What follows belongs to an exercise in optimizing a design on an open flow for small area; a production flow would make more cautious choices. The RTL was checked by simulation tests, not by an equivalence proof against the original design. Power and IR drop assume default switching activity.

**design/flow/design.v**
```verilog
module stb_aoi222 (
  input  logic [2:0] i_sel,
  input  logic [2:0] i_d,
  output logic       o_yn
);
  assign o_yn = ~|(i_sel & i_d);
endmodule
module stb_nand4 (
  input  logic [3:0] i_a,
  output logic       o_y
);
  assign o_y = ~&i_a;
endmodule
module stb_cur_logic #(
  parameter int unsigned N_SECT = 24,
  parameter int unsigned AW     = 5
) (
  input  logic          i_rst,
  input  logic          i_e1,
  input  logic          i_e2,
  input  logic          i_id_ready,
  input  logic [AW-1:0] i_id_mcu,
  input  logic [AW-1:0] i_cur,
  output logic [AW-1:0] o_cur_nxt,
  output logic [N_SECT-1:0] o_dec
);
  always_comb begin
    o_cur_nxt = i_cur;
    if (i_rst) begin
      o_cur_nxt = '0;
    end else if (i_e1) begin
      o_cur_nxt = '0;
    end else if (i_id_ready && (32'(i_id_mcu) < N_SECT)) begin
      o_cur_nxt = i_id_mcu;
    end else if (i_e2) begin
      o_cur_nxt = (i_cur == AW'(N_SECT - 1)) ? '0 : i_cur + AW'(1);
    end
    for (int unsigned i = 0; i < N_SECT; i++) o_dec[i] = (i_cur == AW'(i));
  end
endmodule
module stb_rd_dec #(
  parameter int unsigned N_SECT = 24,
  parameter int unsigned AW     = 5
) (
  input  logic              i_valid,
  input  logic [AW-1:0]     i_addr,
  output logic [N_SECT-1:0] o_dec
);
  always_comb for (int unsigned i = 0; i < N_SECT; i++) o_dec[i] = i_valid && (i_addr == AW'(i));
endmodule
module stb_bus_logic #(
  parameter int unsigned TW = 16
) (
  input  logic [TW-1:0] i_p0,
  input  logic [TW-1:0] i_p1,
  input  logic          i_clr,
  input  logic          i_first,
  output logic [TW-1:0] o_bus
);
  logic [TW-1:0] w_val;
  assign w_val = i_p0 | i_p1;
  always_comb begin
    if (i_clr) o_bus = {{(TW-1){1'b0}}, i_first};
    else       o_bus = (w_val + TW'(1)) | {TW{&w_val}};
  end
endmodule
module stb_sect_ctl (
  input  logic i_clr,
  input  logic i_tick_ok,
  input  logic i_sel,
  input  logic i_bus0,
  output logic o_en,
  output logic o_d0
);
  assign o_en = i_clr | (i_tick_ok & i_sel);
  assign o_d0 = i_bus0 & i_sel;
endmodule
module stb_period_logic #(
  parameter int unsigned PW = 16
) (
  input  logic          i_rst,
  input  logic          i_e1,
  input  logic          i_snap,
  input  logic [PW-1:0] i_live,
  input  logic [PW-1:0] i_out,
  output logic [PW-1:0] o_live_nxt,
  output logic [PW-1:0] o_out_nxt
);
  always_comb begin
    o_live_nxt = i_live;
    o_out_nxt  = i_out;
    if (i_rst) begin
      o_live_nxt = '0;
      o_out_nxt  = '0;
    end else if (i_snap) begin
      o_out_nxt  = i_live;
      o_live_nxt = i_e1 ? PW'(1) : '0;
    end else if (i_e1 && (i_live != '1)) begin
      o_live_nxt = i_live + PW'(1);
    end
  end
endmodule
module stb_stall_logic #(
  parameter int unsigned STALL_TICKS = 5000,
  parameter int unsigned SW          = 13
) (
  input  logic          i_rst,
  input  logic          i_edge,
  input  logic          i_tick,
  input  logic [SW-1:0] i_cnt,
  input  logic          i_nr,
  output logic [SW-1:0] o_cnt_nxt,
  output logic          o_nr_nxt
);
  function automatic logic [12:0] lfsr_at(input int unsigned n);
    logic [12:0] s;
    s = '0;
    for (int unsigned k = 0; k < n; k++) s = {s[11:0], ~(s[12] ^ s[3] ^ s[2] ^ s[0])};
    lfsr_at = s;
  endfunction
  localparam logic [12:0] LFSR_AT_LAST = lfsr_at(STALL_TICKS - 1);
  logic w_fb;
  assign w_fb = ~(i_cnt[12] ^ i_cnt[3] ^ i_cnt[2] ^ i_cnt[0]);
  always_comb begin
    o_cnt_nxt = i_cnt;
    o_nr_nxt  = i_nr;
    if (i_rst || i_edge) begin
      o_cnt_nxt = '0;
      o_nr_nxt  = 1'b0;
    end else if (i_tick) begin
      o_cnt_nxt = {i_cnt[SW-2:0], w_fb};
      if (i_cnt == LFSR_AT_LAST) o_nr_nxt = 1'b1;
    end
  end
endmodule
module sector_timer_bank #(
  parameter int unsigned N_SECT      = 24,
  parameter int unsigned AW          = 5,
  parameter int unsigned TW          = 16,
  parameter int unsigned PW          = 16,
  parameter int unsigned STALL_TICKS = 5000
) (
  input  logic          i_clk,
  input  logic          i_rst,
  input  logic          i_tick_1us,
  input  logic          i_sct1,
  input  logic          i_sct2,
  input  logic          i_sct_id_ready,
  input  logic [AW-1:0] i_sct_id_mcu,
  input  logic          i_ram_change,
  input  logic          i_rd_en,
  input  logic [AW-1:0] i_rd_addr,
  output logic [TW-1:0] o_rd_data,
  output logic          o_rd_valid,
  output logic [AW-1:0] o_cur_sector,
  output logic [PW-1:0] o_period_out,
  output logic          o_not_rotate
);
  localparam int unsigned SW = $clog2(STALL_TICKS + 1);   
  logic [2:0]    r_s1, r_s2;
  logic          r_e1, r_e2;
  logic [AW-1:0] r_cur;
  logic [PW-1:0] r_period_live;
  logic [PW-1:0] r_period_out;
  logic [SW-1:0] r_stall_cnt;
  logic          r_not_rotate;
  logic [TW-1:0] r_acc    [N_SECT];
  logic [TW-1:0] r_shadow [N_SECT];
  logic          r_sh_valid;    
  logic [TW-1:0] r_rd_data;
  logic          r_rd_valid;
  logic [AW-1:0]     w_cur_nxt;
  logic [N_SECT-1:0] w_dec_cur;   
  logic [N_SECT-1:0] w_dec_rd;    
  logic [TW-1:0]     w_acc_p0, w_acc_p1, w_sh_p0, w_sh_p1;
  logic [PW-1:0]     w_period_live_nxt, w_period_out_nxt;
  logic [SW-1:0]     w_stall_nxt;
  logic              w_nr_nxt;
  logic [TW-1:0]     w_rd_nxt;
  logic              w_tick_ok;
  logic              w_clr;
  logic [TW-1:0]     w_bus;       
  always_ff @(posedge i_clk) begin
    if (i_rst) begin
      r_s1 <= '0;
      r_s2 <= '0;
      r_e1 <= 1'b0;
      r_e2 <= 1'b0;
    end else begin
      r_s1 <= {r_s1[1:0], i_sct1};
      r_s2 <= {r_s2[1:0], i_sct2};
      r_e1 <= r_s1[1] & ~r_s1[2];
      r_e2 <= r_s2[1] & ~r_s2[2];
    end
  end
  stb_cur_logic #(.N_SECT(N_SECT), .AW(AW)) u_cur (
    .i_rst(i_rst), .i_e1(r_e1), .i_e2(r_e2), .i_id_ready(i_sct_id_ready), .i_id_mcu(i_sct_id_mcu),
    .i_cur(r_cur), .o_cur_nxt(w_cur_nxt), .o_dec(w_dec_cur)
  );
  stb_rd_dec #(.N_SECT(N_SECT), .AW(AW)) u_rd_dec (.i_valid(r_sh_valid & ~i_rst), .i_addr(i_rd_addr), .o_dec(w_dec_rd));
  for (genvar b = 0; b < TW; b++) begin : g_mux
    logic [N_SECT-1:0]   w_acc_col, w_sh_col;
    logic [N_SECT/3-1:0] w_acc_pn, w_sh_pn;
    for (genvar i = 0; i < N_SECT; i++) begin : g_col
      assign w_acc_col[i] = r_acc[i][b];
      assign w_sh_col[i]  = r_shadow[i][b];
    end
    for (genvar j = 0; j < N_SECT / 3; j++) begin : g_grp
      stb_aoi222 u_acc (.i_sel(w_dec_cur[3*j +: 3]), .i_d(w_acc_col[3*j +: 3]), .o_yn(w_acc_pn[j]));
      stb_aoi222 u_sh  (.i_sel(w_dec_rd[3*j +: 3]),  .i_d(w_sh_col[3*j +: 3]),  .o_yn(w_sh_pn[j]));
    end
    stb_nand4 u_acc0 (.i_a(w_acc_pn[3:0]), .o_y(w_acc_p0[b]));
    stb_nand4 u_acc1 (.i_a(w_acc_pn[7:4]), .o_y(w_acc_p1[b]));
    stb_nand4 u_sh0  (.i_a(w_sh_pn[3:0]),  .o_y(w_sh_p0[b]));
    stb_nand4 u_sh1  (.i_a(w_sh_pn[7:4]),  .o_y(w_sh_p1[b]));
  end
  assign w_rd_nxt = w_sh_p0 | w_sh_p1;
  stb_period_logic #(.PW(PW)) u_period (
    .i_rst(i_rst), .i_e1(r_e1), .i_snap(i_ram_change), .i_live(r_period_live), .i_out(r_period_out),
    .o_live_nxt(w_period_live_nxt), .o_out_nxt(w_period_out_nxt)
  );
  stb_stall_logic #(.STALL_TICKS(STALL_TICKS), .SW(SW)) u_stall (
    .i_rst(i_rst), .i_edge(r_e1 | r_e2), .i_tick(i_tick_1us), .i_cnt(r_stall_cnt), .i_nr(r_not_rotate),
    .o_cnt_nxt(w_stall_nxt), .o_nr_nxt(w_nr_nxt)
  );
  always_ff @(posedge i_clk) begin
    r_cur         <= w_cur_nxt;
    r_period_live <= w_period_live_nxt;
    r_period_out  <= w_period_out_nxt;
    r_stall_cnt   <= w_stall_nxt;
    r_not_rotate  <= w_nr_nxt;
    if (i_rd_en | i_rst) r_rd_data <= w_rd_nxt;
    if (i_rst) begin
      r_rd_valid <= 1'b0;
      r_sh_valid <= 1'b0;
    end else begin
      r_rd_valid <= i_rd_en;
      if (i_ram_change) r_sh_valid <= 1'b1;
    end
  end
  assign w_tick_ok = i_tick_1us & ~r_not_rotate;
  assign w_clr     = i_rst | i_ram_change;
  stb_bus_logic #(.TW(TW)) u_bus (
    .i_p0(w_acc_p0), .i_p1(w_acc_p1), .i_clr(w_clr), .i_first(w_tick_ok & ~i_rst), .o_bus(w_bus)
  );
  for (genvar i = 0; i < N_SECT; i++) begin : g_sect
    logic w_en, w_d0;
    stb_sect_ctl u_ctl (
      .i_clr(w_clr), .i_tick_ok(w_tick_ok), .i_sel(w_dec_cur[i]), .i_bus0(w_bus[0]), .o_en(w_en), .o_d0(w_d0)
    );
    always_ff @(posedge i_clk) begin
      if (w_en) r_acc[i] <= {w_bus[TW-1:1], w_d0};
      if (i_ram_change) r_shadow[i] <= r_acc[i];
    end
  end
  assign o_rd_data    = r_rd_data;
  assign o_rd_valid   = r_rd_valid;
  assign o_cur_sector = r_cur;
  assign o_period_out = r_period_out;
  assign o_not_rotate = r_not_rotate;
endmodule
```
**design/flow/run.sh**
```bash
#!/bin/bash
# synth_recipe.tcl (not shown) runs the flow's synth.tcl, then flattens the netlist and writes it again
# the make line also repeats each setting of config.mk as NAME=value (left out here)
make -C /OpenROAD-flow-scripts/flow DESIGN_CONFIG=/design/flow/config.mk WORK_HOME=/design/flow/orfs CLKGATE_MAP_FILE= SYNTH_SCRIPT=/design/flow/synth_recipe.tcl finish
```
**design/flow/config.mk**
```make
export PLATFORM = sky130hd
export DESIGN_NAME = sector_timer_bank
export DESIGN_NICKNAME = sector_timer_bank
export VERILOG_FILES = /design/flow/design.v
export SDC_FILE = /design/flow/constraint.sdc
export NUM_CORES = 4
export LEC_CHECK = 0
export CAP_MARGIN = 20
export CORE_MARGIN = 2
export CORE_UTILIZATION = 40
export CTS_BUF_LIST = sky130_fd_sc_hd__clkbuf_8 sky130_fd_sc_hd__clkbuf_16
export CTS_CLUSTER_DIAMETER = 80
export CTS_CLUSTER_SIZE = 30
export PLACE_DENSITY = 0.8
export SLEW_MARGIN = 20
export SYNTH_HIERARCHICAL = 1
export SYNTH_MINIMUM_KEEP_SIZE = 0
```
**design/flow/constraint.sdc**
```tcl
create_clock -name core_clock -period 5.0 [get_ports {i_clk}]
set_input_delay 1.0000 -clock core_clock [delete_from_list [all_inputs] [get_ports {i_clk}]]
set_output_delay 1.0000 -clock core_clock [all_outputs]
set_load 0.01 [all_outputs]
```
==> results of run 1 <==
-- registers in the layout, summed over array words and instances (netlist names), 5 cells and up --
name / cells
r_acc: 384
r_shadow: 384
r_period_live: 16
r_period_out: 16
r_rd_data: 16
r_stall_cnt: 13
r_cur: 5
-- power by group --
part	leakage (nW)	internal (mW)	total [mW]	switching, mW
clock	0.534	1.35	3.40	2.05
combinational	2.39	0.173	0.670	0.497
sequential	8.86	8.40	8.66	0.253
-- per-stage QoR --
step	power [mW]	cell area, µm²
2_1_floorplan	9.00	30500
3_3_place_gp	9.38	32900
3_5_place_dp	9.46	32900
4_1_cts	12.7	33900
5_1_grt	13.0	33900
6_report	12.7	33900
-- final timing paths --
kind                                                 to  cells after the start
worst min-delay path                    r_e2$_SDFF_PP0_                      1
worst max-delay path            r_acc[19][12]$_DFFE_PP_                     13
worst min register to register          r_e2$_SDFF_PP0_                      1
worst max register to register  r_acc[19][12]$_DFFE_PP_                     13
-- layer usage --
| metal | wire [µm] | track usage [%] |
|---|---|---|
| met3 | 12200 | 4.75 |
| met5 | 13 | 0 |
| met4 | 3360 | 7.73 |
| met2 | 37000 | 32.3 |
| met1 | 26600 | 25.5 |
-- modules after synthesis (local to each module, per instance), a selection --
| module | times used | area [µm²] |
|---|---|---|
| stb_nand4 | 64 | 6.26 |
| stb_sect_ctl | 24 | 13.8 |
| sector_timer_bank | 1 | 25000 |
| stb_aoi222 | 256 | 10.0 |
-- critical path, stage by stage, from the launching register on --
cell and delay (ns):
dfxtp_1 0.47, inv_1 0.13, ha_1 0.24, and4b_1 0.60, a222oi_1 0.57, nand4_1 0.14, nor2_1 0.37, inv_1 0.09
ha_1 0.21, o21ai_1 0.30, nor3_4 0.17, and2_1 0.21, o31ai_2 0.77, buf_4 0.32
-- cells by family (layout without fill, tap and decap cells) --
logic type | count (synthesis) | count (layout) | share of synthesized area [%]
flip-flops | 845 | 845 | 81.2
AO/OA/AOI/OAI | 350 | 350 | 10.6
AND/OR/NAND/NOR | 328 | 328 | 6.18
buffers and inverters | 33 | 205 | 0.447
multiplexers | 31 | 31 | 1.02
adder cells (fa/ha/maj) | 7 | 7 | 0.287
XOR/XNOR | 7 | 7 | 0.246
other | 0 | 1 | 0
-- synth_stat cells (all sizes together) (2+ instances only) --
cell | instances | area (µm²)
a211oi | 2 | 15.0
a21o | 25 | 188
a21oi | 22 | 114
a222oi | 256 | 2560
a311o | 2 | 20.0
a311oi | 2 | 17.5
a31oi | 5 | 46.3
and2 | 25 | 156
and2b | 4 | 30.0
and3 | 3 | 18.8
and4b | 2 | 20.0
buf | 7 | 37.5
clkbuf | 13 | 50.0
dfxtp | 61 | 1220
edfxtp | 784 | 23500
ha | 7 | 87.6
inv | 13 | 48.8
mux2i | 31 | 310
nand2 | 18 | 67.6
nand2b | 8 | 50.1
nand3 | 8 | 52.6
nand3b | 2 | 15.0
nand4 | 73 | 472
nand4b | 3 | 32.5
nand4bb | 3 | 33.8
nor2 | 98 | 368
nor2b | 8 | 50.1
nor3 | 12 | 76.3
nor3b | 5 | 42.5
nor4 | 9 | 77.6
nor4bb | 3 | 30.0
o21ai | 15 | 75.1
o22ai | 5 | 43.8
o31ai | 4 | 30.0
or2 | 26 | 163
or3 | 9 | 56.3
or4 | 5 | 37.5
xor2 | 5 | 43.8
-- layout make-up --
| cell class | instances | area, µm² | share of cell area (%) |
|---|---|---|---|
| antenna | 1 | 2.50 | 0.00738 |
| clock buffer | 36 | 901 | 2.66 |
| clock inverter | 17 | 131 | 0.388 |
| inverter | 13 | 48.8 | 0.144 |
| multi-input combinational | 723 | 5620 | 16.6 |
| sequential | 845 | 24800 | 73.1 |
| tap | 978 | 1220 | 3.61 |
| timing repair buffer | 139 | 1200 | 3.55 |
==> impl_metrics.json, run 1 <==
{
  "htreeDepth": 2,
  "worstPathMaxFanout": 18,
  "netlist_instances": 1601,
  "overflow": 0,
  "grt_max_degree": 145,
  "r2r_slack_ns": 0.25,
  "startpoint_type": "flip-flop",
  "via_count": 17993,
  "layout_setup_ws_ns": 0.255,
  "cp.arrival_ns": 5.19,
  "setup_viol": 0,
  "numCtsBuffers": 35,
  "die_h_um": 280,
  "nFillCells": 6179,
  "io_buffers": 56,
  "ir_drop_uv": 240,
  "rsz0062_at_grt": "no",
  "holdCritStartpoint": "r_s2[2]$_SDFF_PP0_",
  "wirelength_um": 79200,
  "antenna_left": 0,
  "synth_area_per_cell_um2": 19.0,
  "wire_per_inst_um": 28.8,
  "clk_pin_slew_ns": 0.11,
  "syn2layout_area_growth_pct": 11.2,
  "criticalPathCategory": "reg2reg",
  "mostFrequentLayoutCell": "edfxtp_1",
  "ys_ff_latch": 845,
  "clock_latency_ns": 0.61,
  "num-nets-final": 1782,
  "die-area_um2": 78400,
  "holdWs_ns": 0.397,
  "min_path_type": "reg2reg",
  "place_ws_ns": 0.516,
  "r2r-start": "r_cur[0]$_DFF_P_",
  "finalSetupTns_ns": 0,
  "drc": 0,
  "dp.final_hpwl_um": 48600,
  "tightest_slew_ns": 1.21,
  "clockRootBuffer": "clkbuf_16",
  "clkSinkCount": 845,
  "cts_buffer_depth": 3,
  "gp_congestion": 0.895,
  "grt_pass1_vias": 17673,
  "syn_nets": 1626,
  "row_count": 101,
  "vias_per_cell": 6.54,
  "cts_hold_buf": 0,
  "startpoint": "r_cur[0]$_DFF_P_",
  "drive_gt1_share_pct": 9.87,
  "required_ns": 5.44,
  "grt_pass1_wl_um": 115000,
  "start_util_pct": 40.3,
  "worst_clock_skew_ns": 0.0333,
  "yosysSeqAreaShare_pct": 81.2,
  "synth_ff_type": "edfxtp_1",
  "core_um2": 75700,
  "p_per_area_nw_per_um2": 375,
  "post_cts_buffers": 0,
  "end_kind": "flip-flop",
  "outcome": "timing/DRC/antenna clean",
  "cts_tree": "done",
  "drv_slew": 0,
  "final_util_pct": 44.8,
  "drv_cap": 0,
  "synth_area_um2": 30500,
  "p_leak_nw": 11.8,
  "cts_resized": 0,
  "dp_cells": 2698,
  "drt_iter0_markers": 4140,
  "period_share_pct": 94.9,
  "async_flop_share_pct": 0,
  "antenna_found_initial": 1,
  "slew-limit-headroom_pct": 19.5,
  "io_pins": 57,
  "fmax_ghz": 0.211,
  "finalNonFillerCells": 2752,
  "hold_viol_final": 0,
  "synth_cell_type_count": 73,
  "min_period_ns": 4.75,
  "layout_common_cells": "784 x edfxtp_1, 256 x a222oi_1, 98 x nor2_1",
  "synth_warnings": 14,
  "dr.pass1.iters": 10,
  "grt.total_usage_pct": 19.8,
  "fp.dieW_um": 280,
  "synth_edf_count": 784
}
==> run 2, diff against run 1 <==
--- a/design/flow/design.v
+++ b/design/flow/design.v
@@ -88,14 +88,14 @@
 );
-  always_comb begin
-    o_live_nxt = i_live;
-    o_out_nxt  = i_out;
-    if (i_rst) begin
-      o_live_nxt = '0;
-      o_out_nxt  = '0;
-    end else if (i_snap) begin
-      o_out_nxt  = i_live;
-      o_live_nxt = i_e1 ? PW'(1) : '0;
-    end else if (i_e1 && (i_live != '1)) begin
-      o_live_nxt = i_live + PW'(1);
-    end
+  logic        w_clr;
+  logic [PW:0] w_t;     
+  assign w_clr  = i_rst | i_snap;
+  assign w_t[0] = i_e1 & ~(&i_live);
+  for (genvar k = 0; k < PW; k++) begin : g_bit
+    assign w_t[k+1] = w_t[k] & i_live[k];
+    if (k == 0) begin : g_lsb
+      assign o_live_nxt[k] = w_clr ? (i_e1 & ~i_rst) : (i_live[k] ^ w_t[k]);
+    end else begin : g_msb
+      assign o_live_nxt[k] = ~w_clr & (i_live[k] ^ w_t[k]);
+    end
+    assign o_out_nxt[k] = ~i_rst & (i_snap ? i_live[k] : i_out[k]);
   end
==> impl_metrics.json, run 2 <==
{
  "drt_iter0_markers": 3764,
  "end_kind": "flip-flop",
  "dp.final_hpwl_um": 47200,
  "hold_depth": 1,
  "post_cts_buffers": 0,
  "finalSetupTns_ns": 0,
  "die_h_um": 279,
  "r2r_slack_ns": 0.59,
  "syn2layout_area_growth_pct": 11.3,
  "p_per_area_nw_per_um2": 379,
  "setup_viol": 0,
  "place_ws_ns": 0.804,
  "num-nets-final": 1751,
  "cts_hold_buf": 0,
  "slew-limit-headroom_pct": 20.0,
  "ff2ff_path_depth": 12,
  "power_mw": 12.8,
  "synth_area_per_cell_um2": 19.5,
  "period_share_pct": 88.3,
  "syn_nets": 1592,
  "fp.dieW_um": 279,
  "p_leak_nw": 11.9,
  "layout_common_cells": "784 x edfxtp_1, 256 x a222oi_1, 93 x nor2_1",
  "htreeDepth": 2,
  "ys_ff_latch": 845,
  "synth_top_cell_by_area": "edfxtp_1",
  "clkSinkCount": 845,
  "layout_setup_ws_ns": 0.586,
  "gp_congestion": 0.856,
  "rsz0062_at_grt": "no",
  "overflow": 0,
  "drv_cap": 0,
  "worstPathMaxFanout": 24,
  "grt.total_usage_pct": 19.4,
  "nFillCells": 6220,
  "clock_latency_ns": 0.60,
  "io_buffers": 56,
  "synth_edf_count": 784,
  "numCtsBuffers": 35,
  "hold_end": "r_e1$_SDFF_PP0_",
  "min_path_type": "reg2reg",
  "antenna_left": 0,
  "min_period_ns": 4.41,
  "startpoint_type": "flip-flop",
  "required_ns": 5.45,
  "mostFrequentLayoutCell": "edfxtp_1",
  "wirelength_um": 77400,
  "via_count": 17467,
  "holdWs_ns": 0.414,
  "final_area_um2": 33800,
  "async_flop_share_pct": 0,
  "holdCritStartpoint": "r_s1[2]$_SDFF_PP0_",
  "place_area_um2": 32700,
  "clk_pin_slew_ns": 0.11,
  "finalNonFillerCells": 2703,
  "cts_buffer_depth": 3,
  "netlist_instances": 1553,
  "vias_per_cell": 6.46,
  "clockRootBuffer": "clkbuf_16",
  "drc": 0,
  "grt_pass1_wl_um": 112000,
  "cts_resized": 0,
  "synth_warnings": 13,
  "final_util_pct": 44.7,
  "criticalPathCategory": "reg2reg",
  "yosysSeqAreaShare_pct": 81.6,
  "antenna_found_initial": 0,
  "timing.rr.end": "r_acc[23][0]$_DFFE_PP_",
  "io_pins": 57,
  "drv_slew": 0,
  "cts_tree": "done",
  "n_antenna_cell": 0,
  "cp.arrival_ns": 4.87,
  "synth.most_common_cell": "edfxtp_1",
  "synth_cell_type_count": 71,
  "fmax_ghz": 0.227,
  "ys_top_cells_by_area": "edfxtp_1 78%, a222oi_1 8.4%, dfxtp_1 4.0%",
  "grt_max_degree": 159,
  "synth_top_area_share_pct": 77.6,
  "grt_pass1_vias": 17271,
  "tightest_slew_ns": 1.19,
  "reg_top3": "r_acc: 384 flops, r_shadow: 384 flops",
  "core_um2": 75600,
  "r2r-start": "r_cur[0]$_DFF_P_",
  "dr.pass1.iters": 9,
  "dp_cells": 2653,
  "die-area_um2": 78100,
  "hold_viol_final": 0,
  "row_count": 101,
  "worst_clock_skew_ns": 0.0348,
  "synth_area_um2": 30400,
  "wire_per_inst_um": 28.6,
  "start_util_pct": 40.2,
  "ir_drop_uv": 238,
  "drive_gt1_share_pct": 9.91,
  "outcome": "timing/DRC/antenna clean",
  "ys_top_cells_by_count": "784 x edfxtp_1, 256 x a222oi_1, 93 x nor2_1",
  "synth_ff_type": "edfxtp_1"
}
==> run 2: cell count changes after synthesis, sizes merged, moves of 4 or more <==
cell,change
a21oi,-11
and2,+14
clkbuf,-6
ha,+14
inv,-4
nand2,-8
nor2,-4
nor4,-5
o21ai,-8
or3,-8
or4,-5
==> run 2: per-module statistics from Yosys, one instance, submodules excluded, excerpt <==
module             times used  cells inside  flip-flops and latches  area, µm²
sector_timer_bank           1           878                     845      25000
stb_aoi222                256             1                       0       10.0
stb_nand4                  64             1                       0       6.26
stb_sect_ctl               24             2                       0       13.8
==> run 2: worst max-delay path by stage <==
stage	startpoint	to	slack, ns	depth (start not counted)
after floorplan	r_cur[0]$_DFF_P_	r_acc[0][10]$_DFFE_PP_	0.22	12
after detailed placement	r_cur[0]$_DFF_P_	r_acc[15][0]$_DFFE_PP_	0.80	12
after CTS	r_cur[0]$_DFF_P_	r_acc[14][0]$_DFFE_PP_	0.76	12
final	r_cur[0]$_DFF_P_	r_acc[23][0]$_DFFE_PP_	0.59	12
after global placement	r_period_live[14]$_DFF_P_	r_period_live[15]$_DFF_P_	0.97	19
after global routing	r_cur[2]$_DFF_P_	r_acc[23][0]$_DFFE_PP_	0.42	11
==> run 2: routing by layer <==
layer	GRT usage (%)	vias up	wire, µm	share of wire (%)
li1	-	7175	-	-
met1	25.3	8665	26000	34
met2	31.6	1420	36400	47
met3	5.06	207	12000	15
met4	6.73	0	3070	4.0
met5	0	-	0	0
==> run 2: cells by family (layout without fill, tap and decap cells) <==
| logic type | count (synthesis) | count (layout) | synth area share [%] |
|---|---|---|---|
| AO/OA/AOI/OAI | 324 | 324 | 10.2 |
| adder cells (fa/ha/maj) | 21 | 21 | 0.866 |
| buffers and inverters | 26 | 198 | 0.441 |
| multiplexers | 29 | 29 | 0.956 |
| XOR/XNOR | 8 | 8 | 0.276 |
| flip-flops | 845 | 845 | 81.6 |
| AND/OR/NAND/NOR | 300 | 300 | 5.70 |
==> run 2: final cells by class <==
type                    count  area, µm²  share of cell area, %
flip-flops and latches    845      24800                   73.3
multi-input cells         682       5480                   16.2
well taps                 978       1220                   3.62
repair buffers            139       1200                   3.56
clock buffers              38        951                   2.82
clock inverters            12        118                  0.348
inverters                   9       33.8                  0.100
==> run 2: where the power goes <==
group          switching, mW  total [mW]  internal, mW
combinational          0.490       0.662         0.172
sequential             0.244        8.65          8.40
clock                   2.03        3.49          1.46
total                   2.77        12.8          10.0
==> run 2: critical path, cell delays in order, from the launching register on <==
cell      delay (ns)
dfxtp_1         0.47
ha_1            0.31
and3_1          0.20
ha_1            0.90
a222oi_1        0.27
nand4_1         0.16
or2_2           0.16
ha_1            0.17
o21ai_1         0.20
nor3_4          0.48
nand3_4         0.23
a31oi_4         0.53
and2_1          0.22
==> run 3, diff against run 2 <==
==> design/flow/flow/run.sh (new file) <==
#!/bin/bash
# Layout flow: the standard flow (standard.sh, which runs the ORFS make from synthesis to finish)
# with two changes passed through ORFS's environment: the port buffers use the smallest buffer cell
# instead of the default, and clock tree synthesis (same buffers and clustering as config.mk) adds no
# dummy loads. Every tool's output goes to a log file in this folder.
set -euo pipefail
cp standard.sh standard.sh.txt
export BUFFER_PORTS_ARGS="-buffer_cell sky130_fd_sc_hd__buf_1"
export CTS_ARGS="-sink_clustering_enable -repair_clock_nets -sink_clustering_size 30 -sink_clustering_max_diameter 80 -buf_list {sky130_fd_sc_hd__clkbuf_8 sky130_fd_sc_hd__clkbuf_16} -dont_use_dummy_load"
bash standard.sh > standard.log 2>&1
==> design/flow/standard.sh (new file) <==
#!/bin/bash
# synth_recipe.tcl (not shown) runs the flow's synth.tcl, then flattens the netlist and writes it again
# the make line also repeats each setting of config.mk as NAME=value (left out here)
make -C /OpenROAD-flow-scripts/flow DESIGN_CONFIG=/design/flow/config.mk WORK_HOME=/design/flow/orfs CLKGATE_MAP_FILE= SYNTH_SCRIPT=/design/flow/synth_recipe.tcl "${@:-finish}"
removed: design/flow/run.sh
==> impl_metrics.json, run 3 <==
{
  "comb_power_share_pct": 5.2,
  "ff2ff_path_depth": 11,
  "reg_top3": "r_acc: 384 flops, r_shadow: 384 flops",
  "synth_top_cell_by_area": "edfxtp_1",
  "cp.arrival_ns": 4.94,
  "holdWs_ns": 0.391,
  "holdCritStartpoint": "r_acc[23][0]$_DFFE_PP_",
  "grt_pass1_wl_um": 112000,
  "mostFrequentLayoutCell": "edfxtp_1",
  "p_sw_share_pct": 21.4,
  "synth_top_area_share_pct": 77.6,
  "layout_common_cells": "784 x edfxtp_1, 256 x a222oi_1, 93 x nor2_1",
  "ys_top_cells_by_count": "784 x edfxtp_1, 256 x a222oi_1, 93 x nor2_1",
  "fmax_ghz": 0.211,
  "ir_drop_uv": 267,
  "r2r-start": "r_cur[2]$_DFF_P_",
  "via_count": 17521,
  "vias_per_cell": 6.51,
  "gp_congestion": 0.943,
  "hold_viol_final": 0,
  "ys_top_cells_by_area": "edfxtp_1 78%, a222oi_1 8.4%, dfxtp_1 4.0%",
  "setup_viol": 0,
  "synth.most_common_cell": "edfxtp_1",
  "slew-limit-headroom_pct": 22.3,
  "fp.dieW_um": 279,
  "syn_nets": 1592,
  "startpoint_type": "flip-flop",
  "tightest_slew_ns": 1.17,
  "post_cts_buffers": 0,
  "internal_power_mw": 9.79,
  "p_per_area_nw_per_um2": 374,
  "overflow": 0,
  "cts_tree": "done",
  "io_buffers": 56,
  "min_path_type": "reg2reg",
  "clkPwrFrac_pct": 25.3,
  "clockRootBuffer": "clkbuf_16",
  "die-area_um2": 78100,
  "power_mw": 12.5,
  "htreeDepth": 2,
  "drive_gt1_share_pct": 9.92,
  "clk_pin_slew_ns": 0.11,
  "worstPathMaxFanout": 24,
  "hold_depth": 0,
  "clock_latency_ns": 0.61,
  "wirelength_um": 77300,
  "period_share_pct": 94.6,
  "r2r_slack_ns": 0.27,
  "core_um2": 75600,
  "synth_cell_type_count": 71,
  "dr.pass1.iters": 10,
  "power.switching_mw": 2.67,
  "row_count": 101,
  "finalSetupTns_ns": 0,
  "n_antenna_cell": 0,
  "numCtsBuffers": 34,
  "drt_iter0_markers": 3825,
  "io_pins": 57,
  "clkSinkCount": 845,
  "yosysSeqAreaShare_pct": 81.6,
  "grt.total_usage_pct": 19.4,
  "min_period_ns": 4.73,
  "num-nets-final": 1754,
  "antenna_left": 0,
  "antenna_found_initial": 2,
  "rsz0062_at_grt": "no",
  "seq_power_share_pct": 69.5,
  "drc": 0,
  "drv_cap": 0,
  "ys_ff_latch": 845,
  "synth_area_um2": 30400,
  "timing.rr.end": "r_acc[1][1]$_DFFE_PP_",
  "p_leak_nw": 11.7,
  "outcome": "timing/DRC/antenna clean",
  "worst_clock_skew_ns": 0.0757,
  "synth_ff_type": "edfxtp_1",
  "wire_per_inst_um": 28.7,
  "end_kind": "flip-flop",
  "synth_area_per_cell_um2": 19.5,
  "async_flop_share_pct": 0,
  "netlist_instances": 1553,
  "syn2layout_area_growth_pct": 9.62,
  "start_util_pct": 40.2,
  "grt_max_degree": 153,
  "criticalPathCategory": "reg2reg",
  "synth_warnings": 13,
  "dp.final_hpwl_um": 47800,
  "cts_buffer_depth": 3,
  "hold_end": "r_shadow[23][0]$_DFFE_PP_",
  "grt_pass1_vias": 17567,
  "synth_edf_count": 784,
  "die_h_um": 279,
  "required_ns": 5.21,
  "drv_slew": 0
}
[run 3: cell counts after synthesis]
Identical to the previous run, type by type.
[run 3: worst max-delay path, stage by stage (launching register included)]
cell,delay (ns)
dfxtp_1,0.70
nand4b_2,0.28
inv_1,0.83
a222oi_1,0.23
nand4_1,0.20
nor2_1,0.13
inv_1,0.09
ha_1,0.15
o21ai_1,0.20
nor3_4,0.49
nand3_4,0.24
a21oi_2,0.82
[run 3: Yosys stat by module, one instance, submodules excluded, a selection]
module             flops+latches  cells inside  copies in the design
stb_aoi222                     0             1                   256
stb_sect_ctl                   0             2                    24
sector_timer_bank            845           878                     1
stb_nand4                      0             1                    64
[run 3: logic make-up after synthesis]
| logic type | Yosys count | share of synthesized area [%] |
|---|---|---|
| XOR/XNOR | 8 | 0.276 |
| multiplexers | 29 | 0.956 |
| adder cells (fa/ha/maj) | 21 | 0.866 |
| AO/OA/AOI/OAI | 324 | 10.2 |
| AND/OR/NAND/NOR | 300 | 5.70 |
| flip-flops | 845 | 81.6 |
| buffers and inverters | 26 | 0.441 |
[run 3: worst max-delay path by stage]
stage / from / end / slack (ns) / depth (start not counted)
after floorplan: r_cur[0]$_DFF_P_ / r_acc[0][10]$_DFFE_PP_ / 0.22 / 12
after global placement: r_cur[0]$_DFF_P_ / r_acc[9][13]$_DFFE_PP_ / 0.65 / 13
after detailed placement: r_cur[0]$_DFF_P_ / r_acc[9][13]$_DFFE_PP_ / 0.31 / 13
after CTS: r_cur[0]$_DFF_P_ / r_acc[2][13]$_DFFE_PP_ / 0.32 / 13
after global routing: r_cur[2]$_DFF_P_ / r_acc[1][1]$_DFFE_PP_ / 0.09 / 11
final: r_cur[2]$_DFF_P_ / r_acc[1][1]$_DFFE_PP_ / 0.27 / 11
[run 3: routing by layer]
| metal | GRT usage (%) | share of wire [%] | routed length (µm) |
|---|---|---|---|
| met4 | 8.69 | 4.9 | 3810 |
| met1 | 24.9 | 34 | 26000 |
| met3 | 5.31 | 16 | 12100 |
| met5 | 0 | 0.032 | 25 |
| met2 | 30.9 | 46 | 35400 |
[run 3: cell type report]
class                      count  area (µm²)
inverter                       9        33.8
tap                          978        1220
fill                        6295       42300
clock buffer                  34         851
multi-input combinational    682        5490
sequential                   845       24800
timing repair buffer         143         911
[run 3: what timing repair did]
item,4_1_cts,5_1_grt
setup endpoints to repair,0,12
hold buffers,0,0
endpoints found under the hold margin,0,0
gates resized for setup,0,1
[run 3: stage by stage]
| stage | util (%) | instances | worst slack, ns | cell area (µm²) |
|---|---|---|---|---|
| 2_1_floorplan | - | 1553 | 0.225 | 30400 |
| 3_3_place_gp | 42.8 | 2655 | 0.651 | 32400 |
| 3_5_place_dp | 42.8 | 2655 | 0.313 | 32400 |
| 4_1_cts | 44.0 | 2689 | 0.321 | 33200 |
| 5_1_grt | 44.0 | 2691 | 0.0889 | 33300 |
| 6_report | 44.0 | 2691 | 0.268 | 33300 |
[run 3: power groups by stage]
stage | Combinational, mW | Clock (mW) | Sequential [mW]
2_1_floorplan | 0.297 | 0 | 8.71
3_5_place_dp | 0.616 | 0 | 8.81
3_3_place_gp | 0.595 | 0 | 8.75
4_1_cts | 0.618 | 3.18 | 8.65
6_report | 0.644 | 3.15 | 8.66
5_1_grt | 0.667 | 3.39 | 8.71
==> run 4, diff against run 3 <==
==> design/flow/flow/run.sh (replaced) <==
#!/bin/bash
# Layout flow: the standard flow (standard.sh: ORFS from synthesis to finish, with config.mk's
# settings) with three ORFS settings passed through the environment:
#  - the input and output port buffers use the smallest buffer cell instead of the default;
#  - clock tree synthesis (same buffers and clustering as config.mk) adds no dummy loads;
#  - the repair after global routing downsizes cells on paths with positive slack.
# The whole output of every tool goes to standard.log in this folder (ORFS also keeps its own
# per-step logs under orfs/logs).
set -euo pipefail
export BUFFER_PORTS_ARGS="-buffer_cell sky130_fd_sc_hd__buf_1"
export CTS_ARGS="-sink_clustering_enable -repair_clock_nets -sink_clustering_size 30 -sink_clustering_max_diameter 80 -buf_list {sky130_fd_sc_hd__clkbuf_8 sky130_fd_sc_hd__clkbuf_16} -dont_use_dummy_load"
export RECOVER_POWER=100
bash standard.sh > standard.log 2>&1
==> impl_metrics.json, run 4 <==
{
  "numCtsBuffers": 34,
  "wire_per_inst_um": 28.7,
  "syn2layout_area_growth_pct": 9.16,
  "mostFrequentLayoutCell": "edfxtp_1",
  "clk_pin_slew_ns": 0.11,
  "fp.dieW_um": 279,
  "place_area_um2": 32400,
  "seq_power_share_pct": 69.6,
  "setup_viol": 0,
  "clkPwrFrac_pct": 25.3,
  "dp_cells": 2655,
  "die_h_um": 279,
  "start_util_pct": 40.2,
  "yosysSeqAreaShare_pct": 81.6,
  "synth_edf_count": 784,
  "grt_pass1_vias": 17567,
  "antenna_left": 0,
  "end_kind": "flip-flop",
  "cp.arrival_ns": 4.97,
  "ir_drop_uv": 267,
  "gp_congestion": 0.943,
  "grt_max_degree": 153,
  "min_path_type": "reg2reg",
  "clock_latency_ns": 0.62,
  "nFillCells": 6326,
  "post_cts_buffers": 0,
  "cpPeakStageDelay_ns": 0.88,
  "startpoint_type": "flip-flop",
  "finalSetupTns_ns": 0,
  "synth_ff_type": "edfxtp_1",
  "fmax_ghz": 0.210,
  "synth_cell_type_count": 71,
  "rsz0062_at_grt": "no",
  "drc": 0,
  "cts_hold_buf": 0,
  "num-nets-final": 1754,
  "tightest_slew_ns": 2.25,
  "worstPathMaxFanout": 24,
  "synth_top_cell_by_area": "edfxtp_1",
  "async_flop_share_pct": 0,
  "vias_per_cell": 6.51,
  "row_count": 101,
  "dp.final_hpwl_um": 47800,
  "path_cells": "ha_1 > nand2b_1 > nor2_1 > clkbuf_1 > a222oi_1 > nand4_1 > nor2_1 > inv_1 > ha_1 > o21ai_1 > nor3_4 > nand3_4 > a21oi_2",
  "netlist_instances": 1553,
  "die-area_um2": 78100,
  "cts_buffer_depth": 3,
  "required_ns": 5.21,
  "synth_warnings": 13,
  "cts_tree": "done",
  "criticalPathCategory": "reg2reg",
  "drt_iter0_markers": 3681,
  "antenna_found_initial": 2,
  "comb_power_share_pct": 5.1,
  "drv_slew": 234,
  "p_sw_share_pct": 21.4,
  "power.switching_mw": 2.67,
  "synth_area_um2": 30400,
  "drv_cap": 6,
  "synth_area_per_cell_um2": 19.5,
  "ys_top_cells_by_count": "784 x edfxtp_1, 256 x a222oi_1, 93 x nor2_1",
  "slew-limit-headroom_pct": -50.1,
  "clockRootBuffer": "clkbuf_16",
  "period_share_pct": 95.1,
  "internal_power_mw": 9.78,
  "grt_pass1_wl_um": 112000,
  "htreeDepth": 2,
  "ys_ff_latch": 845,
  "overflow": 0,
  "outcome": "finished with violations",
  "via_count": 17514,
  "holdWs_ns": 0.387,
  "layout_common_cells": "784 x edfxtp_1, 256 x a222oi_1, 94 x nor2_1",
  "min_period_ns": 4.75,
  "finalNonFillerCells": 2692,
  "clkSinkCount": 845,
  "core_um2": 75600,
  "final_util_pct": 43.8,
  "synth.most_common_cell": "edfxtp_1",
  "worst_clock_skew_ns": 0.0845,
  "wirelength_um": 77300,
  "reg_top3": "r_acc: 384 flops, r_shadow: 384 flops",
  "synth_top_area_share_pct": 77.6,
  "violations": "capacitance limit, slew limit",
  "hold_viol_final": 0,
  "drive_gt1_share_pct": 8.76,
  "io_pins": 57,
  "slowest_stage": "clkbuf_1",
  "syn_nets": 1592,
  "p_per_area_nw_per_um2": 376,
  "ys_top_cells_by_area": "edfxtp_1 78%, a222oi_1 8.4%, dfxtp_1 4.0%",
  "grt.total_usage_pct": 19.4,
  "p_leak_nw": 11.6,
  "dr.pass1.iters": 10,
  "final_area_um2": 33100,
  "io_buffers": 56
}
## run 4: cell count changes in the layout (fill, tap and decap cells not counted), sizes merged
cell    before  now
buf        142  115
clkbuf      35   62
diode        0    1
## run 4: area by class of cell
class / count / area (µm²) / share of cell area (%)
Inverter: 9 / 33.8 / 0.102
Multi-Input combinational cell: 682 / 5460 / 16.5
Antenna cell: 1 / 2.50 / 0.00755
Tap cell: 978 / 1220 / 3.69
Sequential cell: 845 / 24800 / 74.7
Clock buffer: 34 / 851 / 2.57
Timing Repair Buffer: 143 / 796 / 2.40
## run 4: per-module statistics from Yosys (local to each module, per instance), excerpt
| module | copies in the design | flops+latches | area (µm²) | cells inside |
|---|---|---|---|---|
| stb_aoi222 | 256 | 0 | 10.0 | 1 |
| sector_timer_bank | 1 | 845 | 25000 | 878 |
| stb_nand4 | 64 | 0 | 6.26 | 1 |
| stb_sect_ctl | 24 | 0 | 13.8 | 2 |
## run 4: metrics by stage
step	power [mW]	setup slack (ns)
floorplan	9.00	0.225
global placement	9.35	0.651
detailed placement	9.43	0.313
CTS	12.5	0.321
global route	12.8	0.0307
finish	12.4	0.245
## run 4: worst paths after layout
check	startpoint	end	slack, ns	depth (start not counted)
hold / removal	r_acc[23][0]$_DFFE_PP_	r_shadow[23][0]$_DFFE_PP_	0.39	0
setup / recovery	r_cur[0]$_DFF_P_	r_acc[1][1]$_DFFE_PP_	0.25	13
hold reg to reg	r_acc[23][0]$_DFFE_PP_	r_shadow[23][0]$_DFFE_PP_	0.39	0
setup reg to reg	r_cur[0]$_DFF_P_	r_acc[1][1]$_DFFE_PP_	0.25	13
## run 4: power groups by stage
stage / logic, mW / clock network [mW] / registers (mW)
floorplan: 0.297 / 0 / 8.71
global placement: 0.595 / 0 / 8.75
detailed placement: 0.616 / 0 / 8.81
CTS: 0.618 / 3.18 / 8.65
global route: 0.653 / 3.39 / 8.72
finish: 0.630 / 3.16 / 8.66
## run 4: metal layers
layer / up-vias / wire length [µm] / GRT usage [%]
met5: - / 25 / 0
met4: 4 / 3820 / 8.69
met3: 231 / 11800 / 5.31
met2: 1438 / 35500 / 30.9
met1: 8679 / 26100 / 24.9
li1: 7162 / - / -
## run 4: cell families (layout without fill, tap and decap cells)
family	count (synthesis)	after routing	synth area share, %
flops	845	845	81.6
other cells	0	1	0
simple gates	300	300	5.70
compound gates	324	324	10.2
xor+xnor	8	8	0.276
fa+ha+maj	21	21	0.866
mux	29	29	0.956
buf+inv	26	186	0.441
## run 4: worst max-delay path, delay by kind of cell, from the launching register on
family / cells / cell delay [ns]
AOI/OAI and AO/OA: 3 / 1.26
buffers and inverters: 2 / 0.97
and+or+nand+nor: 6 / 1.27
adders and majority gates: 2 / 0.38
DFF: 1 / 0.46
## run 4: what timing repair did
action / 4_1_cts / 5_1_grt
setup endpoints to repair: 0 / 12
hold endpoints to repair: 0 / 0
resized for setup: 0 / 1
==> run 5, diff against run 4 <==
==> design/flow/flow/run.sh (replaced) <==
#!/bin/bash
# Layout flow: the standard flow (standard.sh: ORFS from synthesis to finish, with config.mk's
# settings) with two ORFS settings passed through the environment:
#  - the input and output port buffers use the smallest buffer cell instead of the default;
#  - clock tree synthesis (same buffers and clustering as config.mk) adds no dummy loads.
# The whole output of every tool goes to standard.log in this folder (ORFS also keeps its own
# per-step logs under orfs/logs).
set -euo pipefail
export BUFFER_PORTS_ARGS="-buffer_cell sky130_fd_sc_hd__buf_1"
export CTS_ARGS="-sink_clustering_enable -repair_clock_nets -sink_clustering_size 30 -sink_clustering_max_diameter 80 -buf_list {sky130_fd_sc_hd__clkbuf_8 sky130_fd_sc_hd__clkbuf_16} -dont_use_dummy_load"
bash standard.sh > standard.log 2>&1
==> impl_metrics.json, run 5 <==
{
  "min_path_type": "reg2reg",
  "r2r-start": "r_cur[2]$_DFF_P_",
  "hold_viol_final": 0,
  "synth_area_um2": 30400,
  "hold_depth": 0,
  "clock_latency_ns": 0.61,
  "synth_cell_type_count": 71,
  "synth_warnings": 13,
  "wirelength_um": 77300,
  "synth_edf_count": 784,
  "num-nets-final": 1754,
  "drt_iter0_markers": 3825,
  "ys_top_cells_by_area": "edfxtp_1 78%, a222oi_1 8.4%, dfxtp_1 4.0%",
  "drc": 0,
  "die_h_um": 279,
  "synth.most_common_cell": "edfxtp_1",
  "dp.final_hpwl_um": 47800,
  "startpoint_type": "flip-flop",
  "place_ws_ns": 0.313,
  "setup_viol": 0,
  "io_buffers": 56,
  "post_cts_buffers": 0,
  "holdWs_ns": 0.391,
  "reg_top3": "r_acc: 384 flops, r_shadow: 384 flops",
  "final_util_pct": 44.0,
  "tightest_slew_ns": 1.17,
  "synth_area_per_cell_um2": 19.5,
  "finalSetupTns_ns": 0,
  "cp.arrival_ns": 4.94,
  "clk_pin_slew_ns": 0.11,
  "n_antenna_cell": 0,
  "synth_top_area_share_pct": 77.6,
  "layout_common_cells": "784 x edfxtp_1, 256 x a222oi_1, 93 x nor2_1",
  "grt_pass1_vias": 17567,
  "min_period_ns": 4.73,
  "gp_congestion": 0.943,
  "htreeDepth": 2,
  "r2r_slack_ns": 0.27,
  "p_per_area_nw_per_um2": 374,
  "end_kind": "flip-flop",
  "netlist_instances": 1553,
  "worstPathMaxFanout": 24,
  "holdCritStartpoint": "r_acc[23][0]$_DFFE_PP_",
  "drive_gt1_share_pct": 9.92,
  "synth_ff_type": "edfxtp_1",
  "core_um2": 75600,
  "layout_setup_ws_ns": 0.268,
  "fmax_ghz": 0.211,
  "ys_top_cells_by_count": "784 x edfxtp_1, 256 x a222oi_1, 93 x nor2_1",
  "required_ns": 5.21,
  "slew-limit-headroom_pct": 22.3,
  "synth_top_cell_by_area": "edfxtp_1",
  "wire_per_inst_um": 28.7,
  "antenna_found_initial": 2,
  "worst_clock_skew_ns": 0.0757,
  "overflow": 0,
  "via_count": 17521,
  "timing.rr.end": "r_acc[1][1]$_DFFE_PP_",
  "cts_buffer_depth": 3,
  "row_count": 101,
  "clockRootBuffer": "clkbuf_16",
  "cts_tree": "done",
  "period_share_pct": 94.6,
  "io_pins": 57,
  "mostFrequentLayoutCell": "edfxtp_1",
  "clkSinkCount": 845,
  "syn2layout_area_growth_pct": 9.62,
  "grt.total_usage_pct": 19.4,
  "rsz0062_at_grt": "no",
  "dr.pass1.iters": 10,
  "p_leak_nw": 11.7,
  "ys_ff_latch": 845,
  "fp.dieW_um": 279,
  "syn_nets": 1592,
  "die-area_um2": 78100,
  "grt_max_degree": 153,
  "ff2ff_path_depth": 11,
  "start_util_pct": 40.2,
  "antenna_left": 0,
  "drv_slew": 0,
  "grt_pass1_wl_um": 112000,
  "hold_end": "r_shadow[23][0]$_DFFE_PP_",
  "numCtsBuffers": 34,
  "yosysSeqAreaShare_pct": 81.6,
  "outcome": "timing/DRC/antenna clean",
  "vias_per_cell": 6.51,
  "async_flop_share_pct": 0,
  "drv_cap": 0,
  "ir_drop_uv": 267,
  "nFillCells": 6295,
  "criticalPathCategory": "reg2reg"
}
## run 5: layer usage
layer  wire length (µm)  vias up  track usage [%]
li1                   -     7153                -
met1              26000     8625             24.9
met2              35400     1499             30.9
met3              12100      240             5.31
met4               3810        4             8.69
met5                 25        -                0
## run 5: what timing repair did
action / CTS / global route
resized for setup: 0 / 1
hold buffers: 0 / 0
setup endpoints to repair: 0 / 12
## run 5: modules after synthesis (local to each module, per instance), excerpt
module	flip-flops and latches	cells inside
stb_sect_ctl	0	2
stb_aoi222	0	1
stb_nand4	0	1
sector_timer_bank	845	878
## run 5: final cells by class
class | count | area, µm² | share of cell area, %
well taps | 978 | 1220 | 3.68
clock buffers | 34 | 851 | 2.56
inverters | 9 | 33.8 | 0.102
multi-input cells | 682 | 5490 | 16.5
flip-flops and latches | 845 | 24800 | 74.4
repair buffers | 143 | 911 | 2.74
## run 5: through the flow
step / instances / power (mW) / area [µm²]
6_report: 2691 / 12.5 / 33300
5_1_grt: 2691 / 12.8 / 33300
4_1_cts: 2689 / 12.5 / 33200
3_5_place_dp: 2655 / 9.43 / 32400
3_3_place_gp: 2655 / 9.35 / 32400
2_1_floorplan: 1553 / 9.00 / 30400
## run 5: how the worst max path moves through the flow
stage                     start                      to  slack [ns]
2_1_floorplan  r_cur[0]$_DFF_P_  r_acc[0][10]$_DFFE_PP_        0.22
3_3_place_gp   r_cur[0]$_DFF_P_  r_acc[9][13]$_DFFE_PP_        0.65
3_5_place_dp   r_cur[0]$_DFF_P_  r_acc[9][13]$_DFFE_PP_        0.31
4_1_cts        r_cur[0]$_DFF_P_  r_acc[2][13]$_DFFE_PP_        0.32
5_1_grt        r_cur[2]$_DFF_P_   r_acc[1][1]$_DFFE_PP_        0.09
6_report       r_cur[2]$_DFF_P_   r_acc[1][1]$_DFFE_PP_        0.27
## run 5: power by group
part	internal [mW]	switching [mW]	total [mW]
Combinational	0.148	0.497	0.644
Clock	1.23	1.92	3.15
Sequential	8.41	0.252	8.66
## run 5: logic make-up (layout without fill, tap and decap cells)
group           count (synthesis)  in the layout  share of synthesized area (%)
fa+ha+maj                      21             21                          0.866
flops                         845            845                           81.6
simple gates                  300            300                           5.70
compound gates                324            324                           10.2
buf+inv                        26            186                          0.441
xor+xnor                        8              8                          0.276
mux                            29             29                          0.956
## run 5: critical path, cell delays in order (launching register included)
cell and delay (ns):
dfxtp_1 0.70, nand4b_2 0.28, inv_1 0.83, a222oi_1 0.23, nand4_1 0.20, nor2_1 0.13
inv_1 0.09, ha_1 0.15, o21ai_1 0.20, nor3_4 0.49, nand3_4 0.24, a21oi_2 0.82
==> run 6, diff against run 5 <==
--- a/design/flow/design.v
+++ b/design/flow/design.v
@@ -199,3 +199,3 @@
   );
-  stb_rd_dec #(.N_SECT(N_SECT), .AW(AW)) u_rd_dec (.i_valid(r_sh_valid & ~i_rst), .i_addr(i_rd_addr), .o_dec(w_dec_rd));
+  stb_rd_dec #(.N_SECT(N_SECT), .AW(AW)) u_rd_dec (.i_valid(r_sh_valid & i_rd_en & ~i_rst), .i_addr(i_rd_addr), .o_dec(w_dec_rd));
   for (genvar b = 0; b < TW; b++) begin : g_mux
@@ -216,3 +216,3 @@
   end
-  assign w_rd_nxt = w_sh_p0 | w_sh_p1;
+  assign w_rd_nxt = w_sh_p0 | w_sh_p1 | (r_rd_data & {TW{~i_rd_en & ~i_rst}});
   stb_period_logic #(.PW(PW)) u_period (
@@ -231,3 +231,3 @@
     r_not_rotate  <= w_nr_nxt;
-    if (i_rd_en | i_rst) r_rd_data <= w_rd_nxt;
+    r_rd_data     <= w_rd_nxt;
     if (i_rst) begin
==> impl_metrics.json, run 6 <==
{
  "cts_hold_buf": 0,
  "synth_area_um2": 30200,
  "async_flop_share_pct": 0,
  "antenna_found_initial": 2,
  "yosysSeqAreaShare_pct": 81.4,
  "synth_ff_type": "edfxtp_1",
  "holdCritStartpoint": "r_s2[2]$_SDFF_PP0_",
  "antenna_left": 0,
  "synth_warnings": 13,
  "htreeDepth": 2,
  "core_um2": 74600,
  "tightest_slew_ns": 1.21,
  "clk_pin_slew_ns": 0.10,
  "via_count": 17516,
  "fp.dieW_um": 279,
  "worst_clock_skew_ns": 0.0552,
  "synth_top_area_share_pct": 76.3,
  "startpoint": "r_cur[0]$_DFF_P_",
  "drc": 0,
  "synth_cell_type_count": 70,
  "ys_ff_latch": 845,
  "grt.total_usage_pct": 19.4,
  "ir_drop_uv": 267,
  "dr.pass1.iters": 9,
  "num-nets-final": 1748,
  "end_kind": "flip-flop",
  "synth_edf_count": 768,
  "start_util_pct": 40.5,
  "r2r-start": "r_cur[0]$_DFF_P_",
  "grt_pass1_wl_um": 112000,
  "fmax_ghz": 0.212,
  "period_share_pct": 94.3,
  "required_ns": 5.08,
  "dp.final_hpwl_um": 47600,
  "drv_cap": 0,
  "nFillCells": 6239,
  "min_period_ns": 4.72,
  "startpoint_type": "flip-flop",
  "synth.most_common_cell": "edfxtp_1",
  "cts_buffer_depth": 3,
  "row_count": 100,
  "n_antenna_cell": 0,
  "p_leak_nw": 11.7,
  "p_per_area_nw_per_um2": 376,
  "clkSinkCount": 845,
  "layout_common_cells": "768 x edfxtp_1, 256 x a222oi_1, 95 x nor2_1",
  "overflow": 0,
  "hold_depth": 1,
  "io_pins": 57,
  "wire_per_inst_um": 28.9,
  "rsz0062_at_grt": "no",
  "criticalPathCategory": "reg2reg",
  "numCtsBuffers": 35,
  "ys_top_cells_by_count": "768 x edfxtp_1, 256 x a222oi_1, 95 x nor2_1",
  "netlist_instances": 1555,
  "die-area_um2": 77800,
  "cts_resized": 0,
  "ff2ff_path_depth": 12,
  "synth_top_cell_by_area": "edfxtp_1",
  "mostFrequentLayoutCell": "edfxtp_1",
  "grt_max_degree": 174,
  "finalNonFillerCells": 2676,
  "slew-limit-headroom_pct": 19.0,
  "die_h_um": 279,
  "reg_top3": "r_acc: 384 flops, r_shadow: 384 flops",
  "io_buffers": 56,
  "post_cts_buffers": 0,
  "cts_tree": "done",
  "syn2layout_area_growth_pct": 9.40,
  "drv_slew": 0,
  "min_path_type": "reg2reg",
  "grt_pass1_vias": 17257,
  "hold_viol_final": 0,
  "gp_congestion": 0.935,
  "vias_per_cell": 6.55,
  "drive_gt1_share_pct": 8.73,
  "clock_latency_ns": 0.60,
  "finalSetupTns_ns": 0,
  "drt_iter0_markers": 3848,
  "syn_nets": 1594,
  "cp.arrival_ns": 4.79,
  "clockRootBuffer": "clkbuf_16",
  "outcome": "timing/DRC/antenna clean",
  "wirelength_um": 77400,
  "dp_cells": 2641,
  "synth_area_per_cell_um2": 19.4,
  "ys_top_cells_by_area": "edfxtp_1 76%, a222oi_1 8.5%, dfxtp_1 5.1%",
  "setup_viol": 0,
  "worstPathMaxFanout": 24
}
[run 6: per-stage QoR]
stage | hold slack (ns) | power (mW) | utilization [%] | area (µm²) | setup WS, ns
global route | 0.402 | 12.8 | 44.4 | 33100 | 0.126
CTS | 0.385 | 12.4 | 44.3 | 33100 | 0.426
detailed placement | 0.392 | 9.38 | 43.2 | 32200 | 0.417
floorplan | 0.367 | 8.97 | - | 30200 | 0.225
finish | 0.378 | 12.4 | 44.4 | 33100 | 0.284
global placement | 0.374 | 9.29 | 43.2 | 32200 | 0.762
[run 6: cell type report]
cell class	instances	area (µm²)	area share, %
Sequential cell	845	24600	74.4
Tap cell	969	1210	3.67
Clock buffer	35	876	2.65
Timing Repair Buffer	135	825	2.49
Multi-Input combinational cell	683	5520	16.7
Inverter	9	33.8	0.102
[run 6: cell families (layout without fill, tap and decap cells)]
kind of cell / count (synthesis) / count (layout) / share of synthesized area (%)
multiplexers: 29 / 29 / 0.960
AND/OR/NAND/NOR: 286 / 286 / 5.41
AO/OA/AOI/OAI: 339 / 339 / 10.6
buffers and inverters: 27 / 179 / 0.459
XOR/XNOR: 8 / 8 / 0.277
adder cells (fa/ha/maj): 21 / 21 / 0.869
flip-flops: 845 / 845 / 81.4
[run 6: per-module statistics from Yosys (local to each module, per instance), a selection]
module / area [µm²] / copies in the design
stb_sect_ctl: 13.8 / 24
sector_timer_bank: 24900 / 1
stb_nand4: 6.26 / 64
stb_aoi222: 10.0 / 256
[run 6: path summary, 6_finish.rpt]
path | endpoint | slack, ns
worst max-delay path | r_acc[14][13]$_DFFE_PP_ | 0.28
worst min-delay path | r_e2$_SDFF_PP0_ | 0.38
worst max register to register | r_acc[14][13]$_DFFE_PP_ | 0.28
worst min register to register | r_e2$_SDFF_PP0_ | 0.38
[run 6: layer usage]
layer,wire length [µm],global-route usage (%)
met1,26300,25.1
met2,36000,31.4
met3,11500,5.05
met4,3540,7.72
met5,23,0
[run 6: power by group]
part           internal (mW)  switching (mW)  total [mW]
logic                  0.139           0.473       0.612
registers               8.38           0.246        8.62
clock network           1.27            1.92        3.19
[run 6: worst max-delay path: stages, from the launching register on]
cell and delay, ns:
dfxtp_1 0.47, inv_1 0.13, ha_1 0.23, nor2b_1 0.17
and3_1 0.56, a222oi_1 0.51, nand4_1 0.25, or2_2 0.40
ha_1 0.20, o21ai_1 0.28, nor3_4 0.17, nand4_1 0.19
nand3_1 0.65

## what the ideal ports hide
Ports are ideal in the flow. The routed layouts listed here were re-timed in OpenROAD.
Step 1 assumes that a clkbuf_16 drives the clock port and a buf_2 every other input.
Step 2, shift: input delay + t, output delay - t, t = (earliest + latest rising clock arrival at the registers) / 2. This alone moves slack from input paths to output paths.
Three values: no drivers, after step 1, after step 2; two values: the first two.
| run | shift t [ns] | setup slack, ns | hold slack, ns | worst register clock-pin slew, ns | cell pins on the clock port's net |
|---|---|---|---|---|---|
| run 1 | 0.657 | 0.255 / 0.254 / 0.254 | 0.397 / 0.397 / 0.397 | 0.11 / 0.11 | 1 |
| run 2 | 0.636 | 0.586 / 0.586 / 0.586 | 0.414 / 0.414 / 0.414 | 0.12 / 0.12 | 1 |
| run 3 | 0.635 | 0.268 / 0.268 / 0.268 | 0.391 / 0.391 / 0.391 | 0.11 / 0.11 | 1 |
| run 4 | 0.640 | 0.245 / 0.245 / 0.143 | 0.387 / 0.387 / 0.387 | 0.11 / 0.11 | 1 |
| run 5 | 0.635 | 0.268 / 0.268 / 0.268 | 0.391 / 0.391 / 0.391 | 0.11 / 0.11 | 1 |
| run 6 | 0.625 | 0.284 / 0.284 / 0.284 | 0.378 / 0.378 / 0.378 | 0.12 / 0.12 | 1 |
For run 4, which loses most, drivers alone change the setup slack by 0.000 ns; drivers and shift together by -0.102 ns.
